Background: an optimization exercise with open tools, aiming at small area, a short achievable clock period and few clock cycles. Do not read the settings as production practice. The RTL was checked by simulation tests, not by an equivalence proof against the original design. Power is estimated from default activity; no workload was simulated.

Setup of job 3770:
==> flow/design.v <==
module instr_decoder (
    input  logic [16-1:0] instruction,
    output logic [3:0]              cls
);
    localparam logic [3:0] C_NOP = 4'd0, C_ADD = 4'd1, C_ADC = 4'd2, C_SUB = 4'd3,
                           C_AND = 4'd4, C_EOR = 4'd5, C_OR  = 4'd6, C_MOV = 4'd7,
                           C_LDI = 4'd8, C_NEG = 4'd9, C_LD  = 4'd10, C_ST = 4'd11;
    always_comb begin
        casez (instruction)
            16'b0000_11??_????_????: cls = C_ADD;
            16'b0001_11??_????_????: cls = C_ADC;
            16'b0001_10??_????_????: cls = C_SUB;
            16'b0010_00??_????_????: cls = C_AND;
            16'b0010_01??_????_????: cls = C_EOR;
            16'b0010_10??_????_????: cls = C_OR;
            16'b0010_11??_????_????: cls = C_MOV;
            16'b1110_????_????_????: cls = C_LDI;
            16'b1001_010?_????_0001: cls = C_NEG;
            16'b1000_000?_????_0000: cls = C_LD;
            16'b1000_001?_????_0000: cls = C_ST;
            default:                 cls = C_NOP;
        endcase
    end
endmodule
module register_file (
    input  logic                       clk,
    input  logic                       clear,
    input  logic [5-1:0] a_addr,
    input  logic [5-1:0] b_addr,
    output logic [8-1:0]     a_data,
    output logic [8-1:0]     b_data,
    output logic [8-1:0]     zl_data,
    output logic [8-1:0]     zh_data,
    input  logic                       wr_en,
    input  logic [5-1:0] wr_addr,
    input  logic [8-1:0]     wr_data
);
    logic [2**5-1:0][8-1:0] regs;
    logic [8-1:0] wd;
    assign wd = wr_data & {8{~clear}};
    always_ff @(posedge clk) begin
        for (int i = 0; i < 2**5; i++)
            if (clear || (wr_en && wr_addr == i[5-1:0]))
                regs[i] <= wd;
    end
    assign a_data  = regs[a_addr];
    assign b_data  = regs[b_addr];
    assign zl_data = regs[30];
    assign zh_data = regs[31];
endmodule
module alu (
    input  logic                   arith,     
    input  logic                   invx,      
    input  logic                   invr,      
    input  logic                   sel_sum,   
    input  logic                   sel_and,
    input  logic                   sel_or,
    input  logic                   sel_y,     
    input  logic [8-1:0] x_in,
    input  logic [8-1:0] y,
    input  logic                   cin,
    output logic [8-1:0] result,
    output logic                   cout,
    output logic                   zero
);
    localparam int W = 8;
    logic [W:0]   c0, c1, c;
    logic [W-1:0] x, yr, s, g, t, k, zb;
    always_comb begin
        x  = x_in ^ {W{invx}};
        yr = y ^ {W{invr}};
        g  = x & y;
        t  = x | y;
        c0[0] = 1'b0;
        c1[0] = 1'b1;
        for (int i = 0; i < W; i++) begin
            c0[i+1] = g[i] | (t[i] & c0[i]);
            c1[i+1] = g[i] | (t[i] & c1[i]);
        end
        c = cin ? c1 : c0;
        for (int i = 0; i < W; i++)
            s[i] = x[i] ^ (yr[i] ^ (c[i] & arith));
    end
    assign cout = c[W];
    assign result = ({W{sel_sum}} & s)
                  | ({W{sel_and}} & g)
                  | ({W{sel_or}}  & t)
                  | ({W{sel_y}}   & y);
    always_comb begin
        k = {(invr ? g[W-2:0] : t[W-2:0]), cin} & {W{arith}};
        for (int i = 0; i < W; i++)
            zb[i] = x[i] ^ (yr[i] ^ k[i]);
    end
    assign zero = (sel_sum & (zb == '0))
                | (sel_and & (g == '0))
                | (sel_or  & (t == '0))
                | (sel_y   & (y == '0));
endmodule
module avr_core (
    input  logic                    clk,
    input  logic                    reset,
    output logic [10-1:0]    program_counter,
    input  logic [16-1:0] instruction,
    output logic [16-1:0]  bus_addr,
    output logic [8-1:0]  bus_wdata,
    input  logic [8-1:0]  bus_rdata,
    output logic                    mem_we,
    output logic                    mem_oe
);
    localparam logic [3:0] C_NOP = 4'd0, C_ADD = 4'd1, C_ADC = 4'd2, C_SUB = 4'd3,
                           C_AND = 4'd4, C_EOR = 4'd5, C_OR  = 4'd6, C_MOV = 4'd7,
                           C_LDI = 4'd8, C_NEG = 4'd9, C_LD  = 4'd10, C_ST = 4'd11;
    logic [3:0]  f_cls;
    logic [3:0]  r_cls;
    logic [11:0] r_raw;
    instr_decoder i_dec (
        .instruction (instruction),
        .cls         (f_cls)
    );
    always_ff @(posedge clk or posedge reset) begin
        if (reset) begin
            program_counter <= '0;
            r_cls           <= C_NOP;
        end else begin
            program_counter <= program_counter + 1'b1;
            r_cls           <= f_cls;
        end
    end
    always_ff @(posedge clk)
        r_raw <= instruction[11:0];
    logic [4:0] a_addr, b_addr;
    logic [7:0] a_data, b_data, zl, zh;
    logic [7:0] a_val, b_val;
    logic [7:0] e_result;
    logic       e_wr, e_ld, e_cupd;
    logic [4:0] e_rd;
    logic [7:0] e_x, e_y;
    logic       e_arith, e_invx, e_invr, e_sel_sum, e_sel_and, e_sel_or, e_sel_y;
    logic       e_cin1, e_cinc;
    logic       carry;
    assign a_addr = r_raw[8:4];
    assign b_addr = {r_raw[9], r_raw[3:0]};
    register_file i_regs (
        .clk     (clk),
        .clear   (reset),
        .a_addr  (a_addr),
        .b_addr  (b_addr),
        .a_data  (a_data),
        .b_data  (b_data),
        .zl_data (zl),
        .zh_data (zh),
        .wr_en   (e_wr),
        .wr_addr (e_rd),
        .wr_data (e_result)
    );
    assign a_val = (e_wr && e_rd == a_addr) ? e_result : a_data;
    assign b_val = (e_wr && e_rd == b_addr) ? e_result : b_data;
    logic       r_sum_ops;
    assign r_sum_ops = (r_cls == C_ADD) || (r_cls == C_ADC) || (r_cls == C_SUB) || (r_cls == C_NEG);
    always_ff @(posedge clk or posedge reset) begin
        if (reset) begin
            e_wr   <= 1'b0;
            e_ld   <= 1'b0;
            e_cupd <= 1'b0;
        end else begin
            e_wr   <= (r_cls != C_NOP) && (r_cls != C_ST);
            e_ld   <= (r_cls == C_LD);
            e_cupd <= r_sum_ops;
        end
    end
    always_ff @(posedge clk) begin
        e_rd   <= (r_cls == C_LDI) ? {1'b1, r_raw[7:4]} : r_raw[8:4];
        e_x    <= a_val;
        case (r_cls)
            C_LDI:   e_y <= {r_raw[11:8], r_raw[3:0]};
            C_NEG:   e_y <= 8'h00;
            default: e_y <= b_val;
        endcase
        e_arith   <= r_sum_ops;
        e_invx    <= (r_cls == C_SUB) || (r_cls == C_NEG);
        e_invr    <= (r_cls == C_SUB);
        e_sel_sum <= r_sum_ops || (r_cls == C_EOR);
        e_sel_and <= (r_cls == C_AND);
        e_sel_or  <= (r_cls == C_OR);
        e_sel_y   <= (r_cls == C_MOV) || (r_cls == C_LDI);
        e_cin1    <= (r_cls == C_NEG);
        e_cinc    <= (r_cls == C_ADC);
    end
    logic [7:0] alu_result;
    logic       alu_cout, alu_zero, e_zero;
    logic       zh_zero, zl_ok, zh_zero_n, zl_ok_n, zwin_n;
    logic       oe_q, we_q;
    alu i_alu (
        .arith   (e_arith),
        .invx    (e_invx),
        .invr    (e_invr),
        .sel_sum (e_sel_sum),
        .sel_and (e_sel_and),
        .sel_or  (e_sel_or),
        .sel_y   (e_sel_y),
        .x_in    (e_x),
        .y       (e_y),
        .cin     (e_cin1 | (e_cinc & carry)),
        .result  (alu_result),
        .cout    (alu_cout),
        .zero    (alu_zero)
    );
    assign zh_zero_n = (e_wr && e_rd == 31) ? e_zero : zh_zero;
    assign zl_ok_n   = (e_wr && e_rd == 30) ? (e_result[7] ^ e_result[6]) : zl_ok;
    assign zwin_n    = zh_zero_n & zl_ok_n;
    always_ff @(posedge clk or posedge reset) begin
        if (reset) begin
            zh_zero <= 1'b1;
            zl_ok   <= 1'b0;
            oe_q    <= 1'b0;
            we_q    <= 1'b0;
        end else begin
            zh_zero <= zh_zero_n;
            zl_ok   <= zl_ok_n;
            oe_q    <= (r_cls == C_LD) && zwin_n;
            we_q    <= (r_cls == C_ST) && zwin_n;
        end
    end
    assign e_result = e_ld ? (bus_rdata & {8{oe_q}}) : alu_result;
    assign e_zero   = e_ld ? ((bus_rdata & {8{oe_q}}) == 8'h00) : alu_zero;
    always_ff @(posedge clk or posedge reset) begin
        if (reset)
            carry <= 1'b0;
        else if (e_cupd)
            carry <= alu_cout ^ e_cin1;
    end
    assign bus_addr  = {zh, zl};
    assign bus_wdata = e_x;
    assign mem_we    = we_q;
    assign mem_oe    = oe_q;
endmodule
clock: 5.0 ns
lec_check: 0
cap_margin: 20
core_margin: 2
core_utilization: 40
cts_buf_list: sky130_fd_sc_hd__clkbuf_4 sky130_fd_sc_hd__clkbuf_8
setup_slack_margin: 3.0
slew_margin: 20
run.sh (not shown) runs the stock make flow with config.mk's settings and CLKGATE_MAP_FILE= SYNTH_SCRIPT=/design/flow/synth_recipe.tcl, a recipe that flattens the netlist after the stock synthesis.
Testbench counts of job 3770, summed over its fixed seeds: cycles 14,816.
diff inputs: job 3770 => job 5589
Settings: swapping 3.0 for 2.5 in SETUP_SLACK_MARGIN; putting PLACE_DENSITY at 0.75 where nothing was set; swapping 40 for 65 in CORE_UTILIZATION.
[summary]
In job 5589, the combinational power came out about 10% below the value in job 3770. From job 3770 to job 5589 the numbers moved as follows: critical path depth in cells went up by 1; area share of buffers outside the clock network went down by 2.6 points. The share of cells above drive strength 1 reported for job 5589 is smaller than that of job 3770 by 8.8 points. Floorplan row count (job 3770 / job 5589): 1.3. Comparing total number of nets in the final design for job 3770 and job 5589, the bigger number came from job 3770. Of job 3770 and job 5589, job 3770 shows the lower time the final worst path needs with I/O delays and setup, with job 5589 above it.
## Diff of input files: job 448 against job 5589
Settings: swapping 65 for 40 in CORE_UTILIZATION; clearing PLACE_DENSITY, which used to be 0.75; swapping 2.5 for 2.0 in SETUP_SLACK_MARGIN.
==> run summary <==
- Count of antenna-violating nets left after detailed routing came out exactly the same in job 5589 and job 448.
- Job 5589 → job 448: global placer's final weighted congestion fell by 2.3%; clock network contribution to total cell area rose by 0.95 points; floorplan row count rose by 16; design area fell by about 6%; final-report hold violation count stayed essentially flat.
- Compared with job 5589, job 448 is the less power-hungry design.
Modified inputs, job 6552 compared to job 448
Settings: a change of SETUP_SLACK_MARGIN from 2.0 to 2.5.
==> run summary <==
Worst endpoint required time for job 6552: 0.05 ns up relative to job 448. On leakage power, job 6552 does worse than job 448. On delay of the slowest critical-path stage: between job 6552 and job 448, it ends up higher for job 448. Compared with job 448, in job 6552 maximum VDD drop up 32%; number of clock buffers in the layout up 3; fmax up about 13%; instance area after placement up 68 sq um.

static timing again, ports no longer ideal:
No port has a modelled driver above. Below, the same layouts with a new extraction and two added sets of constraints.
Step 1: set_driving_cell puts a clkbuf_16 on clk and a buf_2 on each other input, an assumption about the parent block.
Step 2, shift: input delay + t, output delay - t, t = (earliest + latest rising clock arrival at the registers) / 2. This alone moves slack from input paths to output paths.
Three values: ideal ports, drivers, drivers and shift; two values: the first two.
run	t (ns)	setup WS [ns]	clock arrival spread, ns	pins driven straight from the clock port
job 3770	0.678	2.285 / 2.285 / 2.123	0.045 / 0.045	1
job 5589	0.628	2.216 / 2.216 / 1.774	0.026 / 0.026	1
job 448	0.649	2.028 / 2.028 / 1.876	0.052 / 0.053	1
job 6552	0.655	2.365 / 2.365 / 1.914	0.038 / 0.037	1
After both steps every run listed still meets setup and hold. For job 6552, which loses most, drivers alone change the setup slack by 0.000 ns; drivers and shift together by -0.451 ns.
